Background: an optimization exercise with open tools, aiming at small area, a short achievable clock period and few clock cycles per item. Do not read the settings as production practice. The RTL was checked by simulation tests, not by an equivalence proof against the original design. Power figures rest on the tool's default switching activity, not on a simulated workload.

[flow/constraint.sdc]
create_clock -name core_clock -period 6.5 [get_ports {i_clk}]
set_input_delay 1.3000 -clock core_clock [delete_from_list [all_inputs] [get_ports {i_clk}]]
set_output_delay 1.3000 -clock core_clock [all_outputs]
set_load 0.01 [all_outputs]
[flow/design.v]
package rsti_pkg;
    localparam int MAX_DIGITS = 16;
    localparam int IDX_W      = 4;
    localparam int CNT_W      = 5;
    localparam int VAL_W      = 64;
    localparam int LO_W       = 32;
    localparam int Q_DEPTH    = 2;
    localparam int Q_PTR_W    = 1;
    localparam int Q_CNT_W    = 2;
    localparam logic [7:0] CH_MINUS = 8'h2D;
    localparam logic [7:0] CH_PLUS  = 8'h2B;
    localparam logic [7:0] CH_SPACE = 8'h20;
    localparam logic [7:0] CH_LF    = 8'h0A;
    localparam logic [7:0] CH_TAB   = 8'h09;
    localparam logic [7:0] CH_CR    = 8'h0D;
    localparam logic [7:0] CH_VT    = 8'h0B;
    localparam logic [7:0] CH_FF    = 8'h0C;
    localparam logic [7:0] CH_NUL   = 8'h00;
    localparam logic [1:0] REG_RADIX       = 2'd0;
    localparam logic [1:0] REG_DIGIT_COUNT = 2'd1;
    localparam logic [1:0] REG_DIGITS_LOW  = 2'd2;
    localparam logic [1:0] REG_DIGITS_HIGH = 2'd3;
    localparam logic [4:0]  RST_RADIX       = 5'd10;
    localparam logic [4:0]  RST_DIGIT_COUNT = 5'd10;
    localparam logic [63:0] RST_DIGITS_LOW  = 64'h3736_3534_3332_3130;
    localparam logic [63:0] RST_DIGITS_HIGH = 64'h0000_0000_0000_3938;
    typedef enum logic [1:0] {
        PH_WS   = 2'd0,
        PH_SIGN = 2'd1,
        PH_DIG  = 2'd2,
        PH_DONE = 2'd3
    } t_phase;
    typedef struct packed {
        logic             first;
        logic             space;
        logic             minus;
        logic             plus;
        logic             hit;
        logic [3:0]       idx;
    } t_tok;
    function automatic logic [7:0] booth(input logic [4:0] r);
        logic one0, two0, neg0, one1, two1, neg1, one2, two2;
        one0 = r[0];
        two0 = r[1] && !r[0];
        neg0 = r[1];
        one1 = r[1] ^ r[2];
        two1 = (r[3:1] == 3'b011) || (r[3:1] == 3'b100);
        neg1 = r[3] && !(r[2] && r[1]);
        one2 = r[3] ^ r[4];
        two2 = r[3] && r[4];
        booth = {two2, one2, neg1, two1, one1, neg0, two0, one0};
    endfunction
endpackage
module rsti_front (
    input  logic                        i_clk,
    input  logic                        i_rst_n,
    input  logic                        i_valid,
    output logic                        o_ready,
    input  logic [7:0]                  i_ch,
    input  logic                        i_first,
    input  logic [rsti_pkg::CNT_W-1:0]  i_digit_count,
    input  logic [2*rsti_pkg::VAL_W-1:0] i_alphabet,
    output logic                        o_qvalid,
    output rsti_pkg::t_tok              o_qtok,
    input  logic                        i_qpop
);
    rsti_pkg::t_tok                     w_tok;
    rsti_pkg::t_tok                     r_tok;
    logic                               r_tvalid;
    logic [7:0]                         w_entry;
    logic                               w_big;
    logic                               w_nul;
    always_comb begin
        w_big       = i_digit_count[4];
        w_nul       = (i_ch == rsti_pkg::CH_NUL);
        w_tok.first = i_first;
        w_tok.space = (i_ch == rsti_pkg::CH_SPACE) || (i_ch == rsti_pkg::CH_LF) ||
                      (i_ch == rsti_pkg::CH_TAB) || (i_ch == rsti_pkg::CH_CR) ||
                      (i_ch == rsti_pkg::CH_VT) || (i_ch == rsti_pkg::CH_FF);
        w_tok.minus = (i_ch == rsti_pkg::CH_MINUS);
        w_tok.plus  = (i_ch == rsti_pkg::CH_PLUS);
        w_tok.hit   = 1'b0;
        w_tok.idx   = '0;
        w_entry     = '0;
        for (int k = rsti_pkg::MAX_DIGITS - 1; k >= 0; k--) begin
            w_entry = i_alphabet[8*k +: 8];
            if ((w_big || (4'(k) < i_digit_count[3:0])) && !w_nul && (w_entry == i_ch)) begin
                w_tok.hit = 1'b1;
                w_tok.idx = rsti_pkg::IDX_W'(k);
            end
        end
    end
    assign o_ready  = i_qpop;
    assign o_qvalid = r_tvalid;
    assign o_qtok   = r_tok;
    always_ff @(posedge i_clk) begin
        if (i_qpop) begin
            r_tok <= w_tok;
        end
    end
    always_ff @(posedge i_clk) begin
        if (!i_rst_n) begin
            r_tvalid <= 1'b0;
        end else if (i_qpop) begin
            r_tvalid <= i_valid;
        end
    end
endmodule
module rsti_back (
    input  logic                          i_clk,
    input  logic                          i_rst_n,
    input  logic                          i_qvalid,
    input  rsti_pkg::t_tok                i_qtok,
    output logic                          o_qpop,
    input  logic [7:0]                    i_booth,
    input  logic [4:0]                    i_rm1,
    output logic                          o_valid,
    input  logic                          i_ready,
    output logic signed [rsti_pkg::VAL_W-1:0] o_value
);
    localparam int LO_W = rsti_pkg::LO_W;
    localparam int HI_W = rsti_pkg::VAL_W - LO_W;
    rsti_pkg::t_phase               r_phase;
    rsti_pkg::t_phase               n_phase;
    rsti_pkg::t_phase               w_ph;
    logic                           r_par;
    logic                           n_par;
    logic                           w_par;
    logic [LO_W-1:0]                r_lo;
    logic [HI_W-1:0]                r_hi;
    logic [LO_W-1:0]                w_lo_mac;
    logic                           w_lo_c;
    logic [4:0]                     w_lo_ca;
    logic [4:0]                     w_lo_cb;
    logic [4:0]                     w_carry;
    logic [HI_W-1:0]                w_hi_mac;
    logic [5:0]                     w_f;
    logic [LO_W-1:0]                w_lo_ld;
    logic [HI_W-1:0]                w_hi_ld;
    logic [4:0]                     r_ca;
    logic [4:0]                     r_cb;
    logic                           r_c;
    logic                           r_hmac;
    logic                           r_oval;
    logic                           w_run;
    logic                           w_pop;
    logic                           w_pre;
    logic                           w_emit;
    logic                           w_dig;
    logic                           w_rz;
    logic                           w_mac;
    logic                           w_load;
    logic                           w_lo_load;
    logic                           w_lo_step;
    logic                           w_lo_keep;
    logic                           w_hi_step;
    logic                           w_hi_keep;
    logic [LO_W-1:0]                w_lo_next;
    logic [HI_W-1:0]                w_hi_next;
    assign w_run   = !r_oval || i_ready;
    assign w_pop   = i_qvalid && w_run;
    assign o_qpop  = w_run;
    assign o_valid = r_oval;
    assign o_value = {r_hi, r_lo} ^ {rsti_pkg::VAL_W{r_par}};
    always_comb begin
        w_ph   = i_qtok.first ? rsti_pkg::PH_WS : r_phase;
        w_par  = i_qtok.first ? 1'b0 : r_par;
        w_pre  = (w_ph == rsti_pkg::PH_WS) || (w_ph == rsti_pkg::PH_SIGN);
        w_emit = 1'b0;
        w_dig  = 1'b0;
        n_phase = w_ph;
        n_par   = w_par;
        if (w_ph == rsti_pkg::PH_DONE) begin
            n_phase = rsti_pkg::PH_DONE;
        end else if ((w_ph == rsti_pkg::PH_WS) && i_qtok.space) begin
            n_phase = rsti_pkg::PH_WS;
        end else if (w_pre && i_qtok.minus) begin
            n_phase = rsti_pkg::PH_SIGN;
            n_par   = ~w_par;
        end else if (w_pre && i_qtok.plus) begin
            n_phase = rsti_pkg::PH_SIGN;
        end else if (i_qtok.hit) begin
            w_dig   = 1'b1;
            n_phase = rsti_pkg::PH_DIG;
        end else begin
            w_emit  = 1'b1;
            n_phase = rsti_pkg::PH_DONE;
        end
    end
    always_comb begin
        w_rz    = !(i_booth[0] || i_booth[1] || i_booth[3] || i_booth[4] ||
                    i_booth[6] || i_booth[7]);
        w_mac   = w_dig && !i_qtok.first && !w_rz;
        w_load  = i_qtok.first || (w_pre && i_qtok.minus) || (w_dig && w_rz);
        w_f     = 6'(i_qtok.idx) + (r_par ? 6'(i_rm1) : 6'd0);
        if (w_dig) begin
            w_lo_ld = w_par ? {{(LO_W-4){i_qtok.idx == '0}}, i_qtok.idx - 4'd1}
                            : LO_W'(i_qtok.idx);
            w_hi_ld = {HI_W{w_par && (i_qtok.idx == '0)}};
        end else begin
            w_lo_ld = {LO_W{n_par}};
            w_hi_ld = {HI_W{n_par}};
        end
    end
    rsti_mac_lo u_mac_lo (
        .i_v (r_lo),
        .i_b (i_booth),
        .i_f (w_f),
        .o_y (w_lo_mac),
        .o_c (w_lo_c),
        .o_ca (w_lo_ca),
        .o_cb (w_lo_cb)
    );
    assign w_carry = r_ca + r_cb + 5'(r_c);
    rsti_mac_hi u_mac_hi (
        .i_v (r_hi),
        .i_b (i_booth),
        .i_c (w_carry),
        .o_y (w_hi_mac)
    );
    always_comb begin
        w_lo_load = w_pop && w_load;
        w_lo_step = w_pop && w_mac;
        w_lo_keep = !(w_lo_load || w_lo_step);
        w_hi_step = r_hmac && !w_lo_load;
        w_hi_keep = !(w_lo_load || w_hi_step);
        w_lo_next = ({LO_W{w_lo_load}} & w_lo_ld) | ({LO_W{w_lo_step}} & w_lo_mac) |
                    ({LO_W{w_lo_keep}} & r_lo);
        w_hi_next = ({HI_W{w_lo_load}} & w_hi_ld) | ({HI_W{w_hi_step}} & w_hi_mac) |
                    ({HI_W{w_hi_keep}} & r_hi);
    end
    always_ff @(posedge i_clk) begin
        r_lo <= w_lo_next;
        r_hi <= w_hi_next;
        r_ca <= w_lo_ca;
        r_cb <= w_lo_cb;
        r_c  <= w_lo_c;
    end
    always_ff @(posedge i_clk) begin
        if (!i_rst_n) begin
            r_phase <= rsti_pkg::PH_DONE;
            r_par   <= 1'b0;
            r_oval  <= 1'b0;
            r_hmac  <= 1'b0;
        end else begin
            if (w_pop && w_emit) begin
                r_oval <= 1'b1;
            end else if (i_ready) begin
                r_oval <= 1'b0;
            end
            if (w_pop) begin
                r_phase <= n_phase;
                r_par   <= n_par;
            end
            r_hmac <= w_pop && w_mac;
        end
    end
endmodule
module rsti_mac_lo (
    input  logic [31:0] i_v,
    input  logic [7:0] i_b,
    input  logic [5:0] i_f,
    output logic [31:0] o_y,
    output logic o_c,
    output logic [4:0] o_ca,
    output logic [4:0] o_cb
);
    logic t0;
    logic t1;
    logic t2;
    logic t3;
    logic t4;
    logic t5;
    logic t6;
    logic t7;
    logic t8;
    logic t9;
    logic t10;
    logic t11;
    logic t12;
    logic t13;
    logic t14;
    logic t15;
    logic t16;
    logic t17;
    logic t18;
    logic t19;
    logic t20;
    logic t21;
    logic t22;
    logic t23;
    logic t24;
    logic t25;
    logic t26;
    logic t27;
    logic t28;
    logic t29;
    logic t30;
    logic t31;
    logic t32;
    logic t33;
    logic t34;
    logic t35;
    logic t36;
    logic t37;
    logic t38;
    logic t39;
    logic t40;
    logic t41;
    logic t42;
    logic t43;
    logic t44;
    logic t45;
    logic t46;
    logic t47;
    logic t48;
    logic t49;
    logic t50;
    logic t51;
    logic t52;
    logic t53;
    logic t54;
    logic t55;
    logic t56;
    logic t57;
    logic t58;
    logic t59;
    logic t60;
    logic t61;
    logic t62;
    logic t63;
    logic t64;
    logic t65;
    logic t66;
    logic t67;
    logic t68;
    logic t69;
    logic t70;
    logic t71;
    logic t72;
    logic t73;
    logic t74;
    logic t75;
    logic t76;
    logic t77;
    logic t78;
    logic t79;
    logic t80;
    logic t81;
    logic t82;
    logic t83;
    logic t84;
    logic t85;
    logic t86;
    logic t87;
    logic t88;
    logic t89;
    logic t90;
    logic t91;
    logic t92;
    logic t93;
    logic t94;
    logic t95;
    logic t96;
    logic t97;
    logic t98;
    logic t99;
    logic t100;
    logic t101;
    logic t102;
    logic t103;
    logic t104;
    logic t105;
    logic t106;
    logic t107;
    logic t108;
    logic t109;
    logic t110;
    logic t111;
    logic t112;
    logic t113;
    logic t114;
    logic t115;
    logic t116;
    logic t117;
    logic t118;
    logic t119;
    logic t120;
    logic t121;
    logic t122;
    logic t123;
    logic t124;
    logic t125;
    logic t126;
    logic t127;
    logic t128;
    logic t129;
    logic t130;
    logic t131;
    logic t132;
    logic t133;
    logic t134;
    logic t135;
    logic t136;
    logic t137;
    logic t138;
    logic t139;
    logic t140;
    logic t141;
    logic t142;
    logic t143;
    logic t144;
    logic t145;
    logic t146;
    logic t147;
    logic t148;
    logic t149;
    logic t150;
    logic t151;
    logic t152;
    logic t153;
    logic t154;
    logic t155;
    logic t156;
    logic t157;
    logic t158;
    logic t159;
    logic t160;
    logic t161;
    logic t162;
    logic t163;
    logic t164;
    logic t165;
    logic t166;
    logic t167;
    logic t168;
    logic t169;
    logic t170;
    logic t171;
    logic t172;
    logic t173;
    logic t174;
    logic t175;
    logic t176;
    logic t177;
    logic t178;
    logic t179;
    logic t180;
    logic t181;
    logic t182;
    logic t183;
    logic t184;
    logic t185;
    logic t186;
    logic t187;
    logic t188;
    logic t189;
    logic t190;
    logic t191;
    logic t192;
    logic t193;
    logic t194;
    logic t195;
    logic t196;
    logic t197;
    logic t198;
    logic t199;
    logic t200;
    logic t201;
    logic t202;
    logic t203;
    logic t204;
    logic t205;
    logic t206;
    logic t207;
    logic t208;
    logic t209;
    logic t210;
    logic t211;
    logic t212;
    logic t213;
    logic t214;
    logic t215;
    logic t216;
    logic t217;
    logic t218;
    logic t219;
    logic t220;
    logic t221;
    logic t222;
    logic t223;
    logic t224;
    logic t225;
    logic t226;
    logic t227;
    logic t228;
    logic t229;
    logic t230;
    logic t231;
    logic t232;
    logic t233;
    logic t234;
    logic t235;
    logic t236;
    logic t237;
    logic t238;
    logic t239;
    logic t240;
    logic t241;
    logic t242;
    assign t0 = ((i_b[0] & i_v[0])) ^ i_b[2];
    assign t1 = ((i_b[0] & i_v[1]) | (i_b[1] & i_v[0])) ^ i_b[2];
    assign t2 = ((i_b[0] & i_v[2]) | (i_b[1] & i_v[1])) ^ i_b[2];
    assign t3 = ((i_b[0] & i_v[3]) | (i_b[1] & i_v[2])) ^ i_b[2];
    assign t4 = ((i_b[0] & i_v[4]) | (i_b[1] & i_v[3])) ^ i_b[2];
    assign t5 = ((i_b[0] & i_v[5]) | (i_b[1] & i_v[4])) ^ i_b[2];
    assign t6 = ((i_b[0] & i_v[6]) | (i_b[1] & i_v[5])) ^ i_b[2];
    assign t7 = ((i_b[0] & i_v[7]) | (i_b[1] & i_v[6])) ^ i_b[2];
    assign t8 = ((i_b[0] & i_v[8]) | (i_b[1] & i_v[7])) ^ i_b[2];
    assign t9 = ((i_b[0] & i_v[9]) | (i_b[1] & i_v[8])) ^ i_b[2];
    assign t10 = ((i_b[0] & i_v[10]) | (i_b[1] & i_v[9])) ^ i_b[2];
    assign t11 = ((i_b[0] & i_v[11]) | (i_b[1] & i_v[10])) ^ i_b[2];
    assign t12 = ((i_b[0] & i_v[12]) | (i_b[1] & i_v[11])) ^ i_b[2];
    assign t13 = ((i_b[0] & i_v[13]) | (i_b[1] & i_v[12])) ^ i_b[2];
    assign t14 = ((i_b[0] & i_v[14]) | (i_b[1] & i_v[13])) ^ i_b[2];
    assign t15 = ((i_b[0] & i_v[15]) | (i_b[1] & i_v[14])) ^ i_b[2];
    assign t16 = ((i_b[0] & i_v[16]) | (i_b[1] & i_v[15])) ^ i_b[2];
    assign t17 = ((i_b[0] & i_v[17]) | (i_b[1] & i_v[16])) ^ i_b[2];
    assign t18 = ((i_b[0] & i_v[18]) | (i_b[1] & i_v[17])) ^ i_b[2];
    assign t19 = ((i_b[0] & i_v[19]) | (i_b[1] & i_v[18])) ^ i_b[2];
    assign t20 = ((i_b[0] & i_v[20]) | (i_b[1] & i_v[19])) ^ i_b[2];
    assign t21 = ((i_b[0] & i_v[21]) | (i_b[1] & i_v[20])) ^ i_b[2];
    assign t22 = ((i_b[0] & i_v[22]) | (i_b[1] & i_v[21])) ^ i_b[2];
    assign t23 = ((i_b[0] & i_v[23]) | (i_b[1] & i_v[22])) ^ i_b[2];
    assign t24 = ((i_b[0] & i_v[24]) | (i_b[1] & i_v[23])) ^ i_b[2];
    assign t25 = ((i_b[0] & i_v[25]) | (i_b[1] & i_v[24])) ^ i_b[2];
    assign t26 = ((i_b[0] & i_v[26]) | (i_b[1] & i_v[25])) ^ i_b[2];
    assign t27 = ((i_b[0] & i_v[27]) | (i_b[1] & i_v[26])) ^ i_b[2];
    assign t28 = ((i_b[0] & i_v[28]) | (i_b[1] & i_v[27])) ^ i_b[2];
    assign t29 = ((i_b[0] & i_v[29]) | (i_b[1] & i_v[28])) ^ i_b[2];
    assign t30 = ((i_b[0] & i_v[30]) | (i_b[1] & i_v[29])) ^ i_b[2];
    assign t31 = ((i_b[0] & i_v[31]) | (i_b[1] & i_v[30])) ^ i_b[2];
    assign t32 = ((i_b[1] & i_v[31])) ^ i_b[2];
    assign t33 = ((i_b[3] & i_v[0])) ^ i_b[5];
    assign t34 = ((i_b[3] & i_v[1]) | (i_b[4] & i_v[0])) ^ i_b[5];
    assign t35 = ((i_b[3] & i_v[2]) | (i_b[4] & i_v[1])) ^ i_b[5];
    assign t36 = ((i_b[3] & i_v[3]) | (i_b[4] & i_v[2])) ^ i_b[5];
    assign t37 = ((i_b[3] & i_v[4]) | (i_b[4] & i_v[3])) ^ i_b[5];
    assign t38 = ((i_b[3] & i_v[5]) | (i_b[4] & i_v[4])) ^ i_b[5];
    assign t39 = ((i_b[3] & i_v[6]) | (i_b[4] & i_v[5])) ^ i_b[5];
    assign t40 = ((i_b[3] & i_v[7]) | (i_b[4] & i_v[6])) ^ i_b[5];
    assign t41 = ((i_b[3] & i_v[8]) | (i_b[4] & i_v[7])) ^ i_b[5];
    assign t42 = ((i_b[3] & i_v[9]) | (i_b[4] & i_v[8])) ^ i_b[5];
    assign t43 = ((i_b[3] & i_v[10]) | (i_b[4] & i_v[9])) ^ i_b[5];
    assign t44 = ((i_b[3] & i_v[11]) | (i_b[4] & i_v[10])) ^ i_b[5];
    assign t45 = ((i_b[3] & i_v[12]) | (i_b[4] & i_v[11])) ^ i_b[5];
    assign t46 = ((i_b[3] & i_v[13]) | (i_b[4] & i_v[12])) ^ i_b[5];
    assign t47 = ((i_b[3] & i_v[14]) | (i_b[4] & i_v[13])) ^ i_b[5];
    assign t48 = ((i_b[3] & i_v[15]) | (i_b[4] & i_v[14])) ^ i_b[5];
    assign t49 = ((i_b[3] & i_v[16]) | (i_b[4] & i_v[15])) ^ i_b[5];
    assign t50 = ((i_b[3] & i_v[17]) | (i_b[4] & i_v[16])) ^ i_b[5];
    assign t51 = ((i_b[3] & i_v[18]) | (i_b[4] & i_v[17])) ^ i_b[5];
    assign t52 = ((i_b[3] & i_v[19]) | (i_b[4] & i_v[18])) ^ i_b[5];
    assign t53 = ((i_b[3] & i_v[20]) | (i_b[4] & i_v[19])) ^ i_b[5];
    assign t54 = ((i_b[3] & i_v[21]) | (i_b[4] & i_v[20])) ^ i_b[5];
    assign t55 = ((i_b[3] & i_v[22]) | (i_b[4] & i_v[21])) ^ i_b[5];
    assign t56 = ((i_b[3] & i_v[23]) | (i_b[4] & i_v[22])) ^ i_b[5];
    assign t57 = ((i_b[3] & i_v[24]) | (i_b[4] & i_v[23])) ^ i_b[5];
    assign t58 = ((i_b[3] & i_v[25]) | (i_b[4] & i_v[24])) ^ i_b[5];
    assign t59 = ((i_b[3] & i_v[26]) | (i_b[4] & i_v[25])) ^ i_b[5];
    assign t60 = ((i_b[3] & i_v[27]) | (i_b[4] & i_v[26])) ^ i_b[5];
    assign t61 = ((i_b[3] & i_v[28]) | (i_b[4] & i_v[27])) ^ i_b[5];
    assign t62 = ((i_b[3] & i_v[29]) | (i_b[4] & i_v[28])) ^ i_b[5];
    assign t63 = ((i_b[3] & i_v[30]) | (i_b[4] & i_v[29])) ^ i_b[5];
    assign t64 = ((i_b[3] & i_v[31]) | (i_b[4] & i_v[30])) ^ i_b[5];
    assign t65 = ((i_b[4] & i_v[31])) ^ i_b[5];
    assign t66 = (i_b[6] & i_v[0]);
    assign t67 = (i_b[6] & i_v[1]) | (i_b[7] & i_v[0]);
    assign t68 = (i_b[6] & i_v[2]) | (i_b[7] & i_v[1]);
    assign t69 = (i_b[6] & i_v[3]) | (i_b[7] & i_v[2]);
    assign t70 = (i_b[6] & i_v[4]) | (i_b[7] & i_v[3]);
    assign t71 = (i_b[6] & i_v[5]) | (i_b[7] & i_v[4]);
    assign t72 = (i_b[6] & i_v[6]) | (i_b[7] & i_v[5]);
    assign t73 = (i_b[6] & i_v[7]) | (i_b[7] & i_v[6]);
    assign t74 = (i_b[6] & i_v[8]) | (i_b[7] & i_v[7]);
    assign t75 = (i_b[6] & i_v[9]) | (i_b[7] & i_v[8]);
    assign t76 = (i_b[6] & i_v[10]) | (i_b[7] & i_v[9]);
    assign t77 = (i_b[6] & i_v[11]) | (i_b[7] & i_v[10]);
    assign t78 = (i_b[6] & i_v[12]) | (i_b[7] & i_v[11]);
    assign t79 = (i_b[6] & i_v[13]) | (i_b[7] & i_v[12]);
    assign t80 = (i_b[6] & i_v[14]) | (i_b[7] & i_v[13]);
    assign t81 = (i_b[6] & i_v[15]) | (i_b[7] & i_v[14]);
    assign t82 = (i_b[6] & i_v[16]) | (i_b[7] & i_v[15]);
    assign t83 = (i_b[6] & i_v[17]) | (i_b[7] & i_v[16]);
    assign t84 = (i_b[6] & i_v[18]) | (i_b[7] & i_v[17]);
    assign t85 = (i_b[6] & i_v[19]) | (i_b[7] & i_v[18]);
    assign t86 = (i_b[6] & i_v[20]) | (i_b[7] & i_v[19]);
    assign t87 = (i_b[6] & i_v[21]) | (i_b[7] & i_v[20]);
    assign t88 = (i_b[6] & i_v[22]) | (i_b[7] & i_v[21]);
    assign t89 = (i_b[6] & i_v[23]) | (i_b[7] & i_v[22]);
    assign t90 = (i_b[6] & i_v[24]) | (i_b[7] & i_v[23]);
    assign t91 = (i_b[6] & i_v[25]) | (i_b[7] & i_v[24]);
    assign t92 = (i_b[6] & i_v[26]) | (i_b[7] & i_v[25]);
    assign t93 = (i_b[6] & i_v[27]) | (i_b[7] & i_v[26]);
    assign t94 = (i_b[6] & i_v[28]) | (i_b[7] & i_v[27]);
    assign t95 = (i_b[6] & i_v[29]) | (i_b[7] & i_v[28]);
    assign t96 = (i_b[6] & i_v[30]) | (i_b[7] & i_v[29]);
    assign t97 = (i_b[6] & i_v[31]) | (i_b[7] & i_v[30]);
    assign t98 = (i_b[7] & i_v[31]);
    assign t99 = t2 ^ t33;
    assign t100 = t2 & t33;
    assign t101 = t3 ^ t34;
    assign t102 = t3 & t34;
    assign t103 = t4 ^ t35 ^ t66;
    assign t104 = (t4 & t35) | (t4 & t66) | (t35 & t66);
    assign t105 = t5 ^ t36 ^ t67;
    assign t106 = (t5 & t36) | (t5 & t67) | (t36 & t67);
    assign t107 = t6 ^ t37;
    assign t108 = t6 & t37;
    assign t109 = t7 ^ t38;
    assign t110 = t7 & t38;
    assign t111 = t8 ^ t39;
    assign t112 = t8 & t39;
    assign t113 = t9 ^ t40;
    assign t114 = t9 & t40;
    assign t115 = t10 ^ t41;
    assign t116 = t10 & t41;
    assign t117 = t11 ^ t42;
    assign t118 = t11 & t42;
    assign t119 = t12 ^ t43;
    assign t120 = t12 & t43;
    assign t121 = t13 ^ t44;
    assign t122 = t13 & t44;
    assign t123 = t14 ^ t45;
    assign t124 = t14 & t45;
    assign t125 = t15 ^ t46;
    assign t126 = t15 & t46;
    assign t127 = t16 ^ t47;
    assign t128 = t16 & t47;
    assign t129 = t17 ^ t48;
    assign t130 = t17 & t48;
    assign t131 = t18 ^ t49;
    assign t132 = t18 & t49;
    assign t133 = t19 ^ t50;
    assign t134 = t19 & t50;
    assign t135 = t20 ^ t51;
    assign t136 = t20 & t51;
    assign t137 = t21 ^ t52;
    assign t138 = t21 & t52;
    assign t139 = t22 ^ t53;
    assign t140 = t22 & t53;
    assign t141 = t23 ^ t54;
    assign t142 = t23 & t54;
    assign t143 = t24 ^ t55;
    assign t144 = t24 & t55;
    assign t145 = t25 ^ t56;
    assign t146 = t25 & t56;
    assign t147 = t26 ^ t57;
    assign t148 = t26 & t57;
    assign t149 = t27 ^ t58;
    assign t150 = t27 & t58;
    assign t151 = t28 ^ t59;
    assign t152 = t28 & t59;
    assign t153 = t29 ^ t60;
    assign t154 = t29 & t60;
    assign t155 = t30 ^ t61;
    assign t156 = t30 & t61;
    assign t157 = t31 ^ t62;
    assign t158 = t31 & t62;
    assign t159 = t32 ^ t63;
    assign t160 = t32 & t63;
    assign t161 = i_b[2] ^ t64;
    assign t162 = i_b[2] & t64;
    assign t163 = i_b[2] ^ t65;
    assign t164 = i_b[2] & t65;
    assign t165 = i_b[2] ^ i_b[5];
    assign t166 = i_b[2] & i_b[5];
    assign t167 = i_b[2] ^ i_b[5];
    assign t168 = i_b[2] & i_b[5];
    assign t169 = t0 ^ i_b[2];
    assign t170 = t0 & i_b[2];
    assign t171 = t1 ^ i_f[1];
    assign t172 = t1 & i_f[1];
    assign t173 = t99 ^ i_b[5] ^ i_f[2];
    assign t174 = (t99 & i_b[5]) | (t99 & i_f[2]) | (i_b[5] & i_f[2]);
    assign t175 = t100 ^ t101 ^ i_f[3];
    assign t176 = (t100 & t101) | (t100 & i_f[3]) | (t101 & i_f[3]);
    assign t177 = t102 ^ t103 ^ i_f[4];
    assign t178 = (t102 & t103) | (t102 & i_f[4]) | (t103 & i_f[4]);
    assign t179 = t104 ^ t105 ^ i_f[5];
    assign t180 = (t104 & t105) | (t104 & i_f[5]) | (t105 & i_f[5]);
    assign t181 = t106 ^ t107 ^ t68;
    assign t182 = (t106 & t107) | (t106 & t68) | (t107 & t68);
    assign t183 = t108 ^ t109 ^ t69;
    assign t184 = (t108 & t109) | (t108 & t69) | (t109 & t69);
    assign t185 = t110 ^ t111 ^ t70;
    assign t186 = (t110 & t111) | (t110 & t70) | (t111 & t70);
    assign t187 = t112 ^ t113 ^ t71;
    assign t188 = (t112 & t113) | (t112 & t71) | (t113 & t71);
    assign t189 = t114 ^ t115 ^ t72;
    assign t190 = (t114 & t115) | (t114 & t72) | (t115 & t72);
    assign t191 = t116 ^ t117 ^ t73;
    assign t192 = (t116 & t117) | (t116 & t73) | (t117 & t73);
    assign t193 = t118 ^ t119 ^ t74;
    assign t194 = (t118 & t119) | (t118 & t74) | (t119 & t74);
    assign t195 = t120 ^ t121 ^ t75;
    assign t196 = (t120 & t121) | (t120 & t75) | (t121 & t75);
    assign t197 = t122 ^ t123 ^ t76;
    assign t198 = (t122 & t123) | (t122 & t76) | (t123 & t76);
    assign t199 = t124 ^ t125 ^ t77;
    assign t200 = (t124 & t125) | (t124 & t77) | (t125 & t77);
    assign t201 = t126 ^ t127 ^ t78;
    assign t202 = (t126 & t127) | (t126 & t78) | (t127 & t78);
    assign t203 = t128 ^ t129 ^ t79;
    assign t204 = (t128 & t129) | (t128 & t79) | (t129 & t79);
    assign t205 = t130 ^ t131 ^ t80;
    assign t206 = (t130 & t131) | (t130 & t80) | (t131 & t80);
    assign t207 = t132 ^ t133 ^ t81;
    assign t208 = (t132 & t133) | (t132 & t81) | (t133 & t81);
    assign t209 = t134 ^ t135 ^ t82;
    assign t210 = (t134 & t135) | (t134 & t82) | (t135 & t82);
    assign t211 = t136 ^ t137 ^ t83;
    assign t212 = (t136 & t137) | (t136 & t83) | (t137 & t83);
    assign t213 = t138 ^ t139 ^ t84;
    assign t214 = (t138 & t139) | (t138 & t84) | (t139 & t84);
    assign t215 = t140 ^ t141 ^ t85;
    assign t216 = (t140 & t141) | (t140 & t85) | (t141 & t85);
    assign t217 = t142 ^ t143 ^ t86;
    assign t218 = (t142 & t143) | (t142 & t86) | (t143 & t86);
    assign t219 = t144 ^ t145 ^ t87;
    assign t220 = (t144 & t145) | (t144 & t87) | (t145 & t87);
    assign t221 = t146 ^ t147 ^ t88;
    assign t222 = (t146 & t147) | (t146 & t88) | (t147 & t88);
    assign t223 = t148 ^ t149 ^ t89;
    assign t224 = (t148 & t149) | (t148 & t89) | (t149 & t89);
    assign t225 = t150 ^ t151 ^ t90;
    assign t226 = (t150 & t151) | (t150 & t90) | (t151 & t90);
    assign t227 = t152 ^ t153 ^ t91;
    assign t228 = (t152 & t153) | (t152 & t91) | (t153 & t91);
    assign t229 = t154 ^ t155 ^ t92;
    assign t230 = (t154 & t155) | (t154 & t92) | (t155 & t92);
    assign t231 = t156 ^ t157 ^ t93;
    assign t232 = (t156 & t157) | (t156 & t93) | (t157 & t93);
    assign t233 = t158 ^ t159 ^ t94;
    assign t234 = (t158 & t159) | (t158 & t94) | (t159 & t94);
    assign t235 = t160 ^ t161 ^ t95;
    assign t236 = (t160 & t161) | (t160 & t95) | (t161 & t95);
    assign t237 = t162 ^ t163 ^ t96;
    assign t238 = (t162 & t163) | (t162 & t96) | (t163 & t96);
    assign t239 = t164 ^ t165 ^ t97;
    assign t240 = (t164 & t165) | (t164 & t97) | (t165 & t97);
    assign t241 = t166 ^ t167 ^ t98;
    assign t242 = (t166 & t167) | (t166 & t98) | (t167 & t98);
    assign {o_c, o_y} = {1'b0, t230, t228, t226, t224, t222, t220, t218, t216, t214, t212, t210, t208, t206, t204, t202, t200, t198, t196, t194, t192, t190, t188, t186, t184, t182, t180, t178, t176, t174, t172, t170, t169} + {1'b0, t231, t229, t227, t225, t223, t221, t219, t217, t215, t213, t211, t209, t207, t205, t203, t201, t199, t197, t195, t193, t191, t189, t187, t185, t183, t181, t179, t177, t175, t173, t171, i_f[0]};
    assign o_ca = {t240, t238, t236, t234, t232};
    assign o_cb = {t241, t239, t237, t235, t233};
endmodule
module rsti_mac_hi (
    input  logic [31:0] i_v,
    input  logic [7:0] i_b,
    input  logic [4:0] i_c,
    output logic [31:0] o_y
);
    logic t0;
    logic t1;
    logic t2;
    logic t3;
    logic t4;
    logic t5;
    logic t6;
    logic t7;
    logic t8;
    logic t9;
    logic t10;
    logic t11;
    logic t12;
    logic t13;
    logic t14;
    logic t15;
    logic t16;
    logic t17;
    logic t18;
    logic t19;
    logic t20;
    logic t21;
    logic t22;
    logic t23;
    logic t24;
    logic t25;
    logic t26;
    logic t27;
    logic t28;
    logic t29;
    logic t30;
    logic t31;
    logic t32;
    logic t33;
    logic t34;
    logic t35;
    logic t36;
    logic t37;
    logic t38;
    logic t39;
    logic t40;
    logic t41;
    logic t42;
    logic t43;
    logic t44;
    logic t45;
    logic t46;
    logic t47;
    logic t48;
    logic t49;
    logic t50;
    logic t51;
    logic t52;
    logic t53;
    logic t54;
    logic t55;
    logic t56;
    logic t57;
    logic t58;
    logic t59;
    logic t60;
    logic t61;
    logic t62;
    logic t63;
    logic t64;
    logic t65;
    logic t66;
    logic t67;
    logic t68;
    logic t69;
    logic t70;
    logic t71;
    logic t72;
    logic t73;
    logic t74;
    logic t75;
    logic t76;
    logic t77;
    logic t78;
    logic t79;
    logic t80;
    logic t81;
    logic t82;
    logic t83;
    logic t84;
    logic t85;
    logic t86;
    logic t87;
    logic t88;
    logic t89;
    logic t90;
    logic t91;
    logic t92;
    logic t93;
    logic t94;
    logic t95;
    logic t96;
    logic t97;
    logic t98;
    logic t99;
    logic t100;
    logic t101;
    logic t102;
    logic t103;
    logic t104;
    logic t105;
    logic t106;
    logic t107;
    logic t108;
    logic t109;
    logic t110;
    logic t111;
    logic t112;
    logic t113;
    logic t114;
    logic t115;
    logic t116;
    logic t117;
    logic t118;
    logic t119;
    logic t120;
    logic t121;
    logic t122;
    logic t123;
    logic t124;
    logic t125;
    logic t126;
    logic t127;
    logic t128;
    logic t129;
    logic t130;
    logic t131;
    logic t132;
    logic t133;
    logic t134;
    logic t135;
    logic t136;
    logic t137;
    logic t138;
    logic t139;
    logic t140;
    logic t141;
    logic t142;
    logic t143;
    logic t144;
    logic t145;
    logic t146;
    logic t147;
    logic t148;
    logic t149;
    logic t150;
    logic t151;
    logic t152;
    logic t153;
    logic t154;
    logic t155;
    logic t156;
    logic t157;
    logic t158;
    logic t159;
    logic t160;
    logic t161;
    logic t162;
    logic t163;
    logic t164;
    logic t165;
    logic t166;
    logic t167;
    logic t168;
    logic t169;
    logic t170;
    logic t171;
    logic t172;
    logic t173;
    logic t174;
    logic t175;
    logic t176;
    logic t177;
    logic t178;
    logic t179;
    logic t180;
    logic t181;
    logic t182;
    logic t183;
    logic t184;
    logic t185;
    logic t186;
    logic t187;
    logic t188;
    logic t189;
    logic t190;
    logic t191;
    logic t192;
    logic t193;
    logic t194;
    logic t195;
    logic t196;
    logic t197;
    logic t198;
    logic t199;
    logic t200;
    logic t201;
    logic t202;
    logic t203;
    logic t204;
    logic t205;
    logic t206;
    logic t207;
    logic t208;
    logic t209;
    logic t210;
    logic t211;
    logic t212;
    logic t213;
    assign t0 = ((i_b[0] & i_v[0])) ^ i_b[2];
    assign t1 = ((i_b[0] & i_v[1]) | (i_b[1] & i_v[0])) ^ i_b[2];
    assign t2 = ((i_b[0] & i_v[2]) | (i_b[1] & i_v[1])) ^ i_b[2];
    assign t3 = ((i_b[0] & i_v[3]) | (i_b[1] & i_v[2])) ^ i_b[2];
    assign t4 = ((i_b[0] & i_v[4]) | (i_b[1] & i_v[3])) ^ i_b[2];
    assign t5 = ((i_b[0] & i_v[5]) | (i_b[1] & i_v[4])) ^ i_b[2];
    assign t6 = ((i_b[0] & i_v[6]) | (i_b[1] & i_v[5])) ^ i_b[2];
    assign t7 = ((i_b[0] & i_v[7]) | (i_b[1] & i_v[6])) ^ i_b[2];
    assign t8 = ((i_b[0] & i_v[8]) | (i_b[1] & i_v[7])) ^ i_b[2];
    assign t9 = ((i_b[0] & i_v[9]) | (i_b[1] & i_v[8])) ^ i_b[2];
    assign t10 = ((i_b[0] & i_v[10]) | (i_b[1] & i_v[9])) ^ i_b[2];
    assign t11 = ((i_b[0] & i_v[11]) | (i_b[1] & i_v[10])) ^ i_b[2];
    assign t12 = ((i_b[0] & i_v[12]) | (i_b[1] & i_v[11])) ^ i_b[2];
    assign t13 = ((i_b[0] & i_v[13]) | (i_b[1] & i_v[12])) ^ i_b[2];
    assign t14 = ((i_b[0] & i_v[14]) | (i_b[1] & i_v[13])) ^ i_b[2];
    assign t15 = ((i_b[0] & i_v[15]) | (i_b[1] & i_v[14])) ^ i_b[2];
    assign t16 = ((i_b[0] & i_v[16]) | (i_b[1] & i_v[15])) ^ i_b[2];
    assign t17 = ((i_b[0] & i_v[17]) | (i_b[1] & i_v[16])) ^ i_b[2];
    assign t18 = ((i_b[0] & i_v[18]) | (i_b[1] & i_v[17])) ^ i_b[2];
    assign t19 = ((i_b[0] & i_v[19]) | (i_b[1] & i_v[18])) ^ i_b[2];
    assign t20 = ((i_b[0] & i_v[20]) | (i_b[1] & i_v[19])) ^ i_b[2];
    assign t21 = ((i_b[0] & i_v[21]) | (i_b[1] & i_v[20])) ^ i_b[2];
    assign t22 = ((i_b[0] & i_v[22]) | (i_b[1] & i_v[21])) ^ i_b[2];
    assign t23 = ((i_b[0] & i_v[23]) | (i_b[1] & i_v[22])) ^ i_b[2];
    assign t24 = ((i_b[0] & i_v[24]) | (i_b[1] & i_v[23])) ^ i_b[2];
    assign t25 = ((i_b[0] & i_v[25]) | (i_b[1] & i_v[24])) ^ i_b[2];
    assign t26 = ((i_b[0] & i_v[26]) | (i_b[1] & i_v[25])) ^ i_b[2];
    assign t27 = ((i_b[0] & i_v[27]) | (i_b[1] & i_v[26])) ^ i_b[2];
    assign t28 = ((i_b[0] & i_v[28]) | (i_b[1] & i_v[27])) ^ i_b[2];
    assign t29 = ((i_b[0] & i_v[29]) | (i_b[1] & i_v[28])) ^ i_b[2];
    assign t30 = ((i_b[0] & i_v[30]) | (i_b[1] & i_v[29])) ^ i_b[2];
    assign t31 = ((i_b[0] & i_v[31]) | (i_b[1] & i_v[30])) ^ i_b[2];
    assign t32 = ((i_b[3] & i_v[0])) ^ i_b[5];
    assign t33 = ((i_b[3] & i_v[1]) | (i_b[4] & i_v[0])) ^ i_b[5];
    assign t34 = ((i_b[3] & i_v[2]) | (i_b[4] & i_v[1])) ^ i_b[5];
    assign t35 = ((i_b[3] & i_v[3]) | (i_b[4] & i_v[2])) ^ i_b[5];
    assign t36 = ((i_b[3] & i_v[4]) | (i_b[4] & i_v[3])) ^ i_b[5];
    assign t37 = ((i_b[3] & i_v[5]) | (i_b[4] & i_v[4])) ^ i_b[5];
    assign t38 = ((i_b[3] & i_v[6]) | (i_b[4] & i_v[5])) ^ i_b[5];
    assign t39 = ((i_b[3] & i_v[7]) | (i_b[4] & i_v[6])) ^ i_b[5];
    assign t40 = ((i_b[3] & i_v[8]) | (i_b[4] & i_v[7])) ^ i_b[5];
    assign t41 = ((i_b[3] & i_v[9]) | (i_b[4] & i_v[8])) ^ i_b[5];
    assign t42 = ((i_b[3] & i_v[10]) | (i_b[4] & i_v[9])) ^ i_b[5];
    assign t43 = ((i_b[3] & i_v[11]) | (i_b[4] & i_v[10])) ^ i_b[5];
    assign t44 = ((i_b[3] & i_v[12]) | (i_b[4] & i_v[11])) ^ i_b[5];
    assign t45 = ((i_b[3] & i_v[13]) | (i_b[4] & i_v[12])) ^ i_b[5];
    assign t46 = ((i_b[3] & i_v[14]) | (i_b[4] & i_v[13])) ^ i_b[5];
    assign t47 = ((i_b[3] & i_v[15]) | (i_b[4] & i_v[14])) ^ i_b[5];
    assign t48 = ((i_b[3] & i_v[16]) | (i_b[4] & i_v[15])) ^ i_b[5];
    assign t49 = ((i_b[3] & i_v[17]) | (i_b[4] & i_v[16])) ^ i_b[5];
    assign t50 = ((i_b[3] & i_v[18]) | (i_b[4] & i_v[17])) ^ i_b[5];
    assign t51 = ((i_b[3] & i_v[19]) | (i_b[4] & i_v[18])) ^ i_b[5];
    assign t52 = ((i_b[3] & i_v[20]) | (i_b[4] & i_v[19])) ^ i_b[5];
    assign t53 = ((i_b[3] & i_v[21]) | (i_b[4] & i_v[20])) ^ i_b[5];
    assign t54 = ((i_b[3] & i_v[22]) | (i_b[4] & i_v[21])) ^ i_b[5];
    assign t55 = ((i_b[3] & i_v[23]) | (i_b[4] & i_v[22])) ^ i_b[5];
    assign t56 = ((i_b[3] & i_v[24]) | (i_b[4] & i_v[23])) ^ i_b[5];
    assign t57 = ((i_b[3] & i_v[25]) | (i_b[4] & i_v[24])) ^ i_b[5];
    assign t58 = ((i_b[3] & i_v[26]) | (i_b[4] & i_v[25])) ^ i_b[5];
    assign t59 = ((i_b[3] & i_v[27]) | (i_b[4] & i_v[26])) ^ i_b[5];
    assign t60 = ((i_b[3] & i_v[28]) | (i_b[4] & i_v[27])) ^ i_b[5];
    assign t61 = ((i_b[3] & i_v[29]) | (i_b[4] & i_v[28])) ^ i_b[5];
    assign t62 = (i_b[6] & i_v[0]);
    assign t63 = (i_b[6] & i_v[1]) | (i_b[7] & i_v[0]);
    assign t64 = (i_b[6] & i_v[2]) | (i_b[7] & i_v[1]);
    assign t65 = (i_b[6] & i_v[3]) | (i_b[7] & i_v[2]);
    assign t66 = (i_b[6] & i_v[4]) | (i_b[7] & i_v[3]);
    assign t67 = (i_b[6] & i_v[5]) | (i_b[7] & i_v[4]);
    assign t68 = (i_b[6] & i_v[6]) | (i_b[7] & i_v[5]);
    assign t69 = (i_b[6] & i_v[7]) | (i_b[7] & i_v[6]);
    assign t70 = (i_b[6] & i_v[8]) | (i_b[7] & i_v[7]);
    assign t71 = (i_b[6] & i_v[9]) | (i_b[7] & i_v[8]);
    assign t72 = (i_b[6] & i_v[10]) | (i_b[7] & i_v[9]);
    assign t73 = (i_b[6] & i_v[11]) | (i_b[7] & i_v[10]);
    assign t74 = (i_b[6] & i_v[12]) | (i_b[7] & i_v[11]);
    assign t75 = (i_b[6] & i_v[13]) | (i_b[7] & i_v[12]);
    assign t76 = (i_b[6] & i_v[14]) | (i_b[7] & i_v[13]);
    assign t77 = (i_b[6] & i_v[15]) | (i_b[7] & i_v[14]);
    assign t78 = (i_b[6] & i_v[16]) | (i_b[7] & i_v[15]);
    assign t79 = (i_b[6] & i_v[17]) | (i_b[7] & i_v[16]);
    assign t80 = (i_b[6] & i_v[18]) | (i_b[7] & i_v[17]);
    assign t81 = (i_b[6] & i_v[19]) | (i_b[7] & i_v[18]);
    assign t82 = (i_b[6] & i_v[20]) | (i_b[7] & i_v[19]);
    assign t83 = (i_b[6] & i_v[21]) | (i_b[7] & i_v[20]);
    assign t84 = (i_b[6] & i_v[22]) | (i_b[7] & i_v[21]);
    assign t85 = (i_b[6] & i_v[23]) | (i_b[7] & i_v[22]);
    assign t86 = (i_b[6] & i_v[24]) | (i_b[7] & i_v[23]);
    assign t87 = (i_b[6] & i_v[25]) | (i_b[7] & i_v[24]);
    assign t88 = (i_b[6] & i_v[26]) | (i_b[7] & i_v[25]);
    assign t89 = (i_b[6] & i_v[27]) | (i_b[7] & i_v[26]);
    assign t90 = t2 ^ t32;
    assign t91 = t2 & t32;
    assign t92 = t3 ^ t33;
    assign t93 = t3 & t33;
    assign t94 = t4 ^ t34 ^ t62;
    assign t95 = (t4 & t34) | (t4 & t62) | (t34 & t62);
    assign t96 = t5 ^ t35;
    assign t97 = t5 & t35;
    assign t98 = t6 ^ t36;
    assign t99 = t6 & t36;
    assign t100 = t7 ^ t37;
    assign t101 = t7 & t37;
    assign t102 = t8 ^ t38;
    assign t103 = t8 & t38;
    assign t104 = t9 ^ t39;
    assign t105 = t9 & t39;
    assign t106 = t10 ^ t40;
    assign t107 = t10 & t40;
    assign t108 = t11 ^ t41;
    assign t109 = t11 & t41;
    assign t110 = t12 ^ t42;
    assign t111 = t12 & t42;
    assign t112 = t13 ^ t43;
    assign t113 = t13 & t43;
    assign t114 = t14 ^ t44;
    assign t115 = t14 & t44;
    assign t116 = t15 ^ t45;
    assign t117 = t15 & t45;
    assign t118 = t16 ^ t46;
    assign t119 = t16 & t46;
    assign t120 = t17 ^ t47;
    assign t121 = t17 & t47;
    assign t122 = t18 ^ t48;
    assign t123 = t18 & t48;
    assign t124 = t19 ^ t49;
    assign t125 = t19 & t49;
    assign t126 = t20 ^ t50;
    assign t127 = t20 & t50;
    assign t128 = t21 ^ t51;
    assign t129 = t21 & t51;
    assign t130 = t22 ^ t52;
    assign t131 = t22 & t52;
    assign t132 = t23 ^ t53;
    assign t133 = t23 & t53;
    assign t134 = t24 ^ t54;
    assign t135 = t24 & t54;
    assign t136 = t25 ^ t55;
    assign t137 = t25 & t55;
    assign t138 = t26 ^ t56;
    assign t139 = t26 & t56;
    assign t140 = t27 ^ t57;
    assign t141 = t27 & t57;
    assign t142 = t28 ^ t58;
    assign t143 = t28 & t58;
    assign t144 = t29 ^ t59;
    assign t145 = t29 & t59;
    assign t146 = t30 ^ t60;
    assign t147 = t30 & t60;
    assign t148 = t31 ^ t61;
    assign t149 = t31 & t61;
    assign t150 = t0 ^ i_b[2];
    assign t151 = t0 & i_b[2];
    assign t152 = t1 ^ i_c[1];
    assign t153 = t1 & i_c[1];
    assign t154 = t90 ^ i_b[5] ^ i_c[2];
    assign t155 = (t90 & i_b[5]) | (t90 & i_c[2]) | (i_b[5] & i_c[2]);
    assign t156 = t91 ^ t92 ^ i_c[3];
    assign t157 = (t91 & t92) | (t91 & i_c[3]) | (t92 & i_c[3]);
    assign t158 = t93 ^ t94 ^ i_c[4];
    assign t159 = (t93 & t94) | (t93 & i_c[4]) | (t94 & i_c[4]);
    assign t160 = t95 ^ t96 ^ t63;
    assign t161 = (t95 & t96) | (t95 & t63) | (t96 & t63);
    assign t162 = t97 ^ t98 ^ t64;
    assign t163 = (t97 & t98) | (t97 & t64) | (t98 & t64);
    assign t164 = t99 ^ t100 ^ t65;
    assign t165 = (t99 & t100) | (t99 & t65) | (t100 & t65);
    assign t166 = t101 ^ t102 ^ t66;
    assign t167 = (t101 & t102) | (t101 & t66) | (t102 & t66);
    assign t168 = t103 ^ t104 ^ t67;
    assign t169 = (t103 & t104) | (t103 & t67) | (t104 & t67);
    assign t170 = t105 ^ t106 ^ t68;
    assign t171 = (t105 & t106) | (t105 & t68) | (t106 & t68);
    assign t172 = t107 ^ t108 ^ t69;
    assign t173 = (t107 & t108) | (t107 & t69) | (t108 & t69);
    assign t174 = t109 ^ t110 ^ t70;
    assign t175 = (t109 & t110) | (t109 & t70) | (t110 & t70);
    assign t176 = t111 ^ t112 ^ t71;
    assign t177 = (t111 & t112) | (t111 & t71) | (t112 & t71);
    assign t178 = t113 ^ t114 ^ t72;
    assign t179 = (t113 & t114) | (t113 & t72) | (t114 & t72);
    assign t180 = t115 ^ t116 ^ t73;
    assign t181 = (t115 & t116) | (t115 & t73) | (t116 & t73);
    assign t182 = t117 ^ t118 ^ t74;
    assign t183 = (t117 & t118) | (t117 & t74) | (t118 & t74);
    assign t184 = t119 ^ t120 ^ t75;
    assign t185 = (t119 & t120) | (t119 & t75) | (t120 & t75);
    assign t186 = t121 ^ t122 ^ t76;
    assign t187 = (t121 & t122) | (t121 & t76) | (t122 & t76);
    assign t188 = t123 ^ t124 ^ t77;
    assign t189 = (t123 & t124) | (t123 & t77) | (t124 & t77);
    assign t190 = t125 ^ t126 ^ t78;
    assign t191 = (t125 & t126) | (t125 & t78) | (t126 & t78);
    assign t192 = t127 ^ t128 ^ t79;
    assign t193 = (t127 & t128) | (t127 & t79) | (t128 & t79);
    assign t194 = t129 ^ t130 ^ t80;
    assign t195 = (t129 & t130) | (t129 & t80) | (t130 & t80);
    assign t196 = t131 ^ t132 ^ t81;
    assign t197 = (t131 & t132) | (t131 & t81) | (t132 & t81);
    assign t198 = t133 ^ t134 ^ t82;
    assign t199 = (t133 & t134) | (t133 & t82) | (t134 & t82);
    assign t200 = t135 ^ t136 ^ t83;
    assign t201 = (t135 & t136) | (t135 & t83) | (t136 & t83);
    assign t202 = t137 ^ t138 ^ t84;
    assign t203 = (t137 & t138) | (t137 & t84) | (t138 & t84);
    assign t204 = t139 ^ t140 ^ t85;
    assign t205 = (t139 & t140) | (t139 & t85) | (t140 & t85);
    assign t206 = t141 ^ t142 ^ t86;
    assign t207 = (t141 & t142) | (t141 & t86) | (t142 & t86);
    assign t208 = t143 ^ t144 ^ t87;
    assign t209 = (t143 & t144) | (t143 & t87) | (t144 & t87);
    assign t210 = t145 ^ t146 ^ t88;
    assign t211 = (t145 & t146) | (t145 & t88) | (t146 & t88);
    assign t212 = t147 ^ t148 ^ t89;
    assign t213 = (t147 & t148) | (t147 & t89) | (t148 & t89);
    assign o_y = {t211, t209, t207, t205, t203, t201, t199, t197, t195, t193, t191, t189, t187, t185, t183, t181, t179, t177, t175, t173, t171, t169, t167, t165, t163, t161, t159, t157, t155, t153, t151, t150} + {t212, t210, t208, t206, t204, t202, t200, t198, t196, t194, t192, t190, t188, t186, t184, t182, t180, t178, t176, t174, t172, t170, t168, t166, t164, t162, t160, t158, t156, t154, t152, i_c[0]};
endmodule
module radix_string_to_integer_unit (
    input  logic                              i_clk,
    input  logic                              i_rst_n,
    input  logic                              i_valid,
    output logic                              o_ready,
    input  logic [7:0]                        i_ch,
    input  logic                              i_first,
    output logic                              o_valid,
    input  logic                              i_ready,
    output logic signed [rsti_pkg::VAL_W-1:0] o_value,
    input  logic                              i_cfg_we,
    input  logic [1:0]                        i_cfg_idx,
    input  logic [rsti_pkg::VAL_W-1:0]        i_cfg_data
);
    logic [7:0]                  r_booth;
    logic [4:0]                  r_rm1;
    logic [rsti_pkg::CNT_W-1:0]  r_digit_count;
    logic [rsti_pkg::VAL_W-1:0]  r_digits_low;
    logic [rsti_pkg::VAL_W-1:0]  r_digits_high;
    logic                        w_qvalid;
    rsti_pkg::t_tok              w_qtok;
    logic                        w_qpop;
    always_ff @(posedge i_clk) begin
        if (!i_rst_n) begin
            r_booth       <= rsti_pkg::booth(rsti_pkg::RST_RADIX);
            r_rm1         <= rsti_pkg::RST_RADIX - 5'd1;
            r_digit_count <= rsti_pkg::RST_DIGIT_COUNT;
            r_digits_low  <= rsti_pkg::RST_DIGITS_LOW;
            r_digits_high <= rsti_pkg::RST_DIGITS_HIGH;
        end else if (i_cfg_we) begin
            case (i_cfg_idx)
                rsti_pkg::REG_RADIX: begin
                    r_booth <= rsti_pkg::booth(i_cfg_data[4:0]);
                    r_rm1   <= i_cfg_data[4:0] - 5'd1;
                end
                rsti_pkg::REG_DIGIT_COUNT: r_digit_count <= i_cfg_data[4:0];
                rsti_pkg::REG_DIGITS_LOW:  r_digits_low  <= i_cfg_data;
                rsti_pkg::REG_DIGITS_HIGH: r_digits_high <= i_cfg_data;
                default: begin
                end
            endcase
        end
    end
    rsti_front u_front (
        .i_clk         (i_clk),
        .i_rst_n       (i_rst_n),
        .i_valid       (i_valid),
        .o_ready       (o_ready),
        .i_ch          (i_ch),
        .i_first       (i_first),
        .i_digit_count (r_digit_count),
        .i_alphabet    ({r_digits_high, r_digits_low}),
        .o_qvalid      (w_qvalid),
        .o_qtok        (w_qtok),
        .i_qpop        (w_qpop)
    );
    rsti_back u_back (
        .i_clk    (i_clk),
        .i_rst_n  (i_rst_n),
        .i_qvalid (w_qvalid),
        .i_qtok   (w_qtok),
        .o_qpop   (w_qpop),
        .i_booth  (r_booth),
        .i_rm1    (r_rm1),
        .o_valid  (o_valid),
        .i_ready  (i_ready),
        .o_value  (o_value)
    );
endmodule
[flow/run.sh]
#!/bin/bash
# synth_recipe.tcl (not shown) runs the flow's synth.tcl, then flattens the netlist and writes it again
# the make line also repeats each setting of config.mk as NAME=value (left out here)
make -C /OpenROAD-flow-scripts/flow DESIGN_CONFIG=/design/flow/config.mk WORK_HOME=/design/flow/orfs CLKGATE_MAP_FILE= SYNTH_SCRIPT=/design/flow/synth_recipe.tcl finish
[flow/config.mk]
export PLATFORM = sky130hd
export DESIGN_NAME = radix_string_to_integer_unit
export DESIGN_NICKNAME = radix_string_to_integer_unit
export VERILOG_FILES = /design/flow/design.v
export SDC_FILE = /design/flow/constraint.sdc
export NUM_CORES = 4
export LEC_CHECK = 0
export CAP_MARGIN = 20
export CORE_MARGIN = 2
export CORE_UTILIZATION = 60
export PLACE_DENSITY = 0.75
export SETUP_SLACK_MARGIN = 2.4
export SLEW_MARGIN = 20
export TNS_END_PERCENT = 10
==> results of run 1 <==
==> per-stage QoR <==
| stage | setup WS (ns) | hold slack, ns | cell area, um2 | utilization (%) | power [W] |
|---|---|---|---|---|---|
| 2_1_floorplan | 2.398 | 0.4470 | 20110 | - | 0.008805 |
| 3_3_place_gp | 1.710 | 0.4630 | 21440 | 65.72 | 0.01057 |
| 3_5_place_dp | 1.604 | 0.4707 | 21440 | 65.72 | 0.01075 |
| 4_1_cts | 2.231 | 0.4785 | 22860 | 70.08 | 0.01295 |
| 5_1_grt | 2.106 | 0.4973 | 23130 | 70.91 | 0.01456 |
| 6_report | 2.285 | 0.4752 | 23130 | 70.91 | 0.01348 |
==> flip-flops by register name (all words and copies together) (netlist names), 8 cells and up <==
register and flops:
u_front.r_tok 9, r_digits_high 64, u_back.r_hi 32, u_back.r_lo 32, r_booth 8, r_digits_low 64
==> Yosys cell counts (19+ instances only) <==
master,count
nand2_1,346
inv_1,62
nor3_1,20
nand3_1,82
ha_1,139
a21o_1,44
o21ai_0,87
clkbuf_1,166
buf_1,46
nand4_1,20
a31oi_1,30
o211ai_1,20
a21boi_0,97
a21oi_1,82
nor2_1,68
mux2i_1,19
dfxtp_1,227
xnor2_1,244
a22oi_1,126
a22o_1,55
fa_1,70
xor2_1,137
==> where the power goes <==
group          switching (W)  internal, W  total [W]
Clock               0.000660      0.00108    0.00174
Sequential          0.000367      0.00163    0.00200
Combinational        0.00523      0.00451    0.00973
Total                0.00625      0.00723     0.0135
==> repair_timing <==
action | CTS | global route
endpoints found under the setup margin | 44 | 39
resized for setup | 34 | 32
pin swaps | 15 | 13
setup buffers | 29 | 13
==> logic make-up after synthesis <==
family / Yosys count / share of synthesized area [%]
adders and majority gates: 209 / 15.72
xor gates and xnor gates: 381 / 16.71
and+or+nand+nor: 633 / 14.27
buffers and inverters: 289 / 5.525
muxes: 20 / 1.009
AOI/OAI and AO/OA: 639 / 22.66
DFF: 236 / 24.11
==> worst max-delay path, delay by kind of cell (launching register included) <==
kind | cells | cell delay (ns)
xor gates and xnor gates | 1 | 0.23
DFF | 1 | 0.36
adders and majority gates | 4 | 1.21
AOI/OAI and AO/OA | 11 | 1.95
and+or+nand+nor | 1 | 0.14
buffers and inverters | 3 | 0.20
==> how the worst min path moves through the flow <==
stage | from | to | cells after the start
floorplan | r_rm1[3]$_SDFFE_PN1P_ | r_rm1[3]$_SDFFE_PN1P_ | 2
global placement | r_digits_low[38]$_SDFFE_PN0P_ | r_digits_low[38]$_SDFFE_PN0P_ | 2
detailed placement | r_digits_high[9]$_SDFFE_PN0P_ | r_digits_high[9]$_SDFFE_PN0P_ | 2
CTS | r_digits_high[9]$_SDFFE_PN0P_ | r_digits_high[9]$_SDFFE_PN0P_ | 2
global route | r_digits_high[32]$_SDFFE_PN0P_ | r_digits_high[32]$_SDFFE_PN0P_ | 2
finish | r_digits_high[9]$_SDFFE_PN0P_ | r_digits_high[9]$_SDFFE_PN0P_ | 2
==> cell type report <==
class	instances	area (um2)	area share, %
multi-input cells	1882	14340	62.00
flip-flops and latches	236	4858	21.01
repair buffers	215	2118	9.159
clock buffers	37	784.5	3.392
well taps	442	553.0	2.391
clock inverters	14	242.7	1.050
inverters	62	232.7	1.006
==> per-layer routing <==
metal / wire length [um] / global-route usage, % / part of all wire, % / vias up
met1: 23030 / 37.42 / 41 / 8668
met3: 3518 / 4.382 / 6.3 / 148
met5: 0 / 0 / 0 / -
li1: - / - / - / 8410
met4: 2076 / 11.36 / 3.7 / 0
met2: 27350 / 54.46 / 49 / 671
==> impl_metrics.csv, run 1 <==
group,metric,value,unit
drt,dr.pass1.iters,6,
timing,fin_crit,4.215,ns
cts,root_buffer,"clkbuf_16",
floorplan,die_area,0.03476,mm2
drt,routedWlPerCell,19.38,um
timing,tightest_slew,1.116,ns
synthesis,ys_seq_area_share,24.11,%
drt,viasPerCell,6.197,
synthesis,ys_types,72,
synthesis,synth_seq_cells,236,
synthesis,async_flop_share,0,%
cts,htreeDepth,1,
critical_path,cp_data_required_time,6.94,ns
synthesis,yosys-top-cells-area,"dfxtp_1 23%, xnor2_1 11%, ha_1 8.7%",
critical_path,startpoint,"u_back.r_par$_SDFFE_PN0P_",
placement,dpl.hpwl,37.32,mm
flow_run,max_cap_viol_count,0,
synthesis,synthFlopType,"dfxtp_1",
layout,layout_common_cells,"345 x nand2_1, 244 x xnor2_1, 208 x dfxtp_1, 143 x clkdlybuf4s50_1, 137 x xor2_1",
floorplan,core,0.03262,mm2
cts,clockBufferDepth,3,
critical_path,rr_startpoint,"u_back.r_par$_SDFFE_PN0P_",
synthesis,synth_area_per_cell,8.298,um2
layout,fillers,2551,
critical_path,crit_slowest_cell,"fa_1",
placement,gp_congestion,0.9170,
cts,cts-hold-fix-buffers,0,
critical_path,endpoint_kind,"register",
cts,cts_tree,"built",
timing,rsz0062_at_grt,"yes",
drt,ant_nets,0,
cts,clock_sinks,236,
placement,io_buffer_count,145,
min_path,min_path_type,"reg2reg",
critical_path,cp-endpoint,"u_back.r_lo[16]$_DFF_P_",
floorplan,die_w,186.5,um
synthesis,syn-num-nets,2696,
timing,hold_viol_final,0,
timing,fin_skew,0.01826,ns
floorplan,initial_core_util,61.23,%
critical_path,critical-path-max-stage-delay,0.46,ns
power_and_ir_drop,irDropWorstVdd,342.9,uV
synthesis,yosys.area.top_type_share,22.75,%
grt,overflow,0,
power_and_ir_drop,leakagePower,9.432,nW
critical_path,r2r_slack,2.28,ns
floorplan,die_h,186.5,um
drt,drtIter0Drc,1485,
placement,dp.cells,2795,
critical_path,crit_path_cell_trace,"and2_1, ha_2, inv_1, fa_2, inv_1, a21o_1, a21oi_1, xnor2_1, fa_1, inv_2, ha_4, a21o_1, a21oi_2, a31oi_2, a211o_1, a21o_1, a21o_1, a31oi_1, a21oi_1, a311o_1",
cts,clk_latency,0.57,ns
critical_path,critical_path_class,"reg2reg",
layout,fin_cells,2888,
drt,wl,55.98,mm
floorplan,fp-row-count,66,
timing,clock.fmax,0.2372,GHz
cts,path_clk_slew,0.06,ns
timing,setup_viol_count_final,0,
power_and_ir_drop,p_per_area,582.8,mW/mm2
timing,tns,0,ns
layout,antenna_cells,0,
synthesis,synth_edf_count,9,
grt,track_usage,30.56,%
cts,numCtsBuffers,28,
run_status,status,"complete, no violations",
timing,report.final.slew_viol_count,0,
timing,fin_crit_sh,64.85,%
critical_path,worstPathArrival,4.65,ns
grt,grt_pass1_vias,17480,
synthesis,syn_area,0.01997,mm2
grt,antenna_found_initial,1,
critical_path,critPathMaxFanout,5,
grt,grt_pass1_wl,88.71,mm
synthesis,syn_inst,2407,
layout,mostFrequentLayoutCell,"nand2_1",
synthesis,yosysTopAreaCell,"dfxtp_1",
layout,area_delta_synth_final,15.80,%
floorplan,io_pins,146,
drt,num_vias,17900,
critical_path,critPathMostFrequentCell,"a21o_1",
drt,drc,0,
synthesis,yosys_warnings,3,
critical_path,startpoint_type,"register",
layout,drive_gt1_share,8.095,%
critical_path,r2r_end,"u_back.r_lo[16]$_DFF_P_",
critical_path,worst-r2r-cell-count,20,
grt,grt_max_degree,80,
layout,final_nets,2714,
timing,max-slew-margin-rel,25.35,%
Testbench counts, summed over its fixed seeds: cycles 18,815, items 18,783.
==> run 2: changes to the inputs <==
--- a/flow/config.mk
+++ b/flow/config.mk
@@ -7,8 +7,7 @@
 export LEC_CHECK = 0
 export CAP_MARGIN = 20
 export CORE_MARGIN = 2
-export CORE_UTILIZATION = 60
-export PLACE_DENSITY = 0.75
+export CORE_UTILIZATION = 70
+export PLACE_DENSITY = 0.85
 export SETUP_SLACK_MARGIN = 2.4
 export SLEW_MARGIN = 20
-export TNS_END_PERCENT = 10
==> run 2 against run 1 <==
Power up 6.1%. Sequential share of layout area shrank 0.21 points. Largest power group unchanged. Largest cell class unchanged. Critical endpoint is now u_back.r_hi[25]$_DFF_P_. Clock-buffer cell count fell by 1. Clock skew up 0.0016 ns.
==> impl_metrics.csv, run 2 <==
group,metric,value,unit
placement,dpl.hpwl,37.51,mm
placement,dp.cells,2731,
critical_path,cp.depth,16,
synthesis,synth_top_family_by_area,"compound AO/OA/AOI/OAI gates",
timing,fin_crit,4.372,ns
floorplan,die_area,0.02990,mm2
grt,grt_max_degree,88,
timing,report.final.slew_viol_count,0,
synthesis,yosys.area.top_type_share,22.75,%
layout,mostFrequentLayoutCell,"nand2_1",
cts,cts_tree,"built",
floorplan,fp-row-count,61,
critical_path,startpoint_type,"register",
synthesis,async_flop_share,0,%
synthesis,yosys_warnings,3,
floorplan,initial_core_util,71.50,%
placement,placed_area,0.02135,mm2
placement,dp_slack,1.581,ns
run_status,status,"complete, no violations",
synthesis,synth_area_per_cell,8.298,um2
cts,clk_latency,0.57,ns
synthesis,yosys.area_share.simple,14.27,%
cts,numCtsBuffers,28,
timing,tns,0,ns
layout,area_delta_synth_final,16.96,%
synthesis,yosys-top-cells-area,"dfxtp_1 23%, xnor2_1 11%, ha_1 8.7%",
synthesis,ys_seq_area_share,24.11,%
grt,grt_pass1_wl,93.23,mm
critical_path,endpoint_kind,"register",
timing,fin_crit_sh,67.26,%
critical_path,worstPathArrival,4.88,ns
synthesis,synth_common_cells,"346 x nand2_1, 244 x xnor2_1, 227 x dfxtp_1",
grt,track_usage,37.66,%
floorplan,core,0.02793,mm2
drt,wl,60.97,mm
min_path,hold_start,"r_digits_low[35]$_SDFFE_PN0P_",
layout,fin_cells,2828,
min_path,min_path_cells,2,
floorplan,die_h,172.9,um
timing,hold_slack,0.4753,ns
layout,largestRegisters,"r_digits_high (64), r_digits_low (64)",
critical_path,critical-path-max-stage-delay,0.63,ns
timing,tightest_slew,1.205,ns
timing,clock.fmax,0.2287,GHz
synthesis,synth-compound-area-share,22.66,%
critical_path,worst-r2r-cell-count,16,
min_path,min_path_type,"reg2reg",
critical_path,crit_buf_inv,2,
critical_path,crit_path_cell_trace,"a22oi_1, xnor2_1, ha_1, inv_1, fa_1, inv_1, ha_1, nor2_1, o311a_4, or3_4, and4_4, o21bai_4, a21boi_2, o311a_1, o31ai_2, a21o_1",
drt,dr.pass1.iters,8,
synthesis,synthFlopType,"dfxtp_1",
critical_path,critical_path_class,"reg2reg",
power_and_ir_drop,p_per_area,611.9,mW/mm2
grt,antenna_found_initial,0,
cts,clockBufferDepth,3,
synthesis,syn_area,0.01997,mm2
synthesis,syn_inst,2407,
timing,rsz0062_at_grt,"yes",
floorplan,die_w,172.9,um
timing,hold_viol_final,0,
placement,gp_congestion,0.9704,
drt,viasPerCell,6.684,
synthesis,muxShareOfSynthArea,1.009,%
critical_path,r2r_end,"u_back.r_hi[25]$_DFF_P_",
drt,drc,0,
cts,root_buffer,"clkbuf_16",
critical_path,worst_path_dominant_cell_family,"compound AO/OA/AOI/OAI gates",
drt,routedWlPerCell,21.56,um
synthesis,synth_most_common_cell,"nand2_1",
synthesis,synth_edf_count,9,
critical_path,critPathMaxFanout,8,
==> run 2: cell counts after synthesis <==
Identical to the previous run, type by type.
==> run 2: power breakdown <==
part / internal, W / switching, W / total, W
Clock: 0.000979 / 0.000677 / 0.00166
Sequential: 0.00163 / 0.000376 / 0.00201
Combinational: 0.00483 / 0.00580 / 0.0106
==> run 2: cell type report <==
class / instances / area, um2
Inverter: 62 / 240.2
Clock inverter: 14 / 167.7
Fill cell: 1711 / 4573
Tap cell: 378 / 473.0
Clock buffer: 36 / 792.0
Multi-Input combinational cell: 1882 / 14600
Sequential cell: 236 / 4858
Timing Repair Buffer: 220 / 2233
==> run 2: worst max path at each step <==
| stage | endpoint | from |
|---|---|---|
| after floorplan | u_back.r_lo[16]$_DFF_P_ | u_back.r_par$_SDFFE_PN0P_ |
| after global placement | u_back.r_hi[31]$_DFF_P_ | r_booth[0]$_SDFFE_PN0P_ |
| after detailed placement | u_back.r_hi[29]$_DFF_P_ | r_booth[0]$_SDFFE_PN0P_ |
| after CTS | u_back.r_hi[25]$_DFF_P_ | u_back.r_ca[0]$_DFF_P_ |
| after global routing | u_back.r_hi[26]$_DFF_P_ | r_booth[0]$_SDFFE_PN0P_ |
| final | u_back.r_hi[25]$_DFF_P_ | u_back.r_hi[2]$_DFF_P_ |
==> run 2: repair_timing <==
action,in CTS,in global routing
cloned,2,1
pin swaps,34,39
setup buffers,27,17
resized for setup,70,73
endpoints found under the setup margin,43,36
==> run 2: routing by layer <==
metal  part of all wire [%]  vias up  track usage (%)
met5                      0        -                0
met4                    6.4        0            22.28
met3                    8.4      323            5.255
met2                     48     1155            66.08
met1                     37     9008            43.81
li1                       -     8417                -
==> run 2: cells by family after synthesis <==
group                    Yosys count
AO/OA/AOI/OAI                    639
XOR/XNOR                         381
adder cells (fa/ha/maj)          209
buffers and inverters            289
flip-flops                       236
multiplexers                      20
AND/OR/NAND/NOR                  633
==> run 2: metrics by stage <==
| stage | power, W | utilization, % |
|---|---|---|
| 2_1_floorplan | 0.008805 | - |
| 3_3_place_gp | 0.01054 | 76.43 |
| 3_5_place_dp | 0.01077 | 76.43 |
| 4_1_cts | 0.01327 | 82.01 |
| 5_1_grt | 0.01521 | 83.63 |
| 6_report | 0.01430 | 83.63 |
==> run 2: worst reg2reg max path, cell delays in order (launching register included) <==
cell,delay (ns)
dfxtp_1,0.63
a22oi_1,0.19
xnor2_1,0.18
ha_1,0.34
inv_1,0.08
fa_1,0.51
inv_1,0.05
ha_1,0.35
nor2_1,0.09
o311a_4,0.41
or3_4,0.35
and4_4,0.22
o21bai_4,0.17
a21boi_2,0.09
o311a_1,0.32
o31ai_2,0.21
a21o_1,0.13

Re-timed with assumed drivers on the ports (clkbuf_16 on the clock, buf_2 on other inputs), run 2 has 2.128 ns of setup slack against 2.128 ns with ideal ports, and 2.002 ns once port delays also move by the mid clock arrival of 0.614 ns.
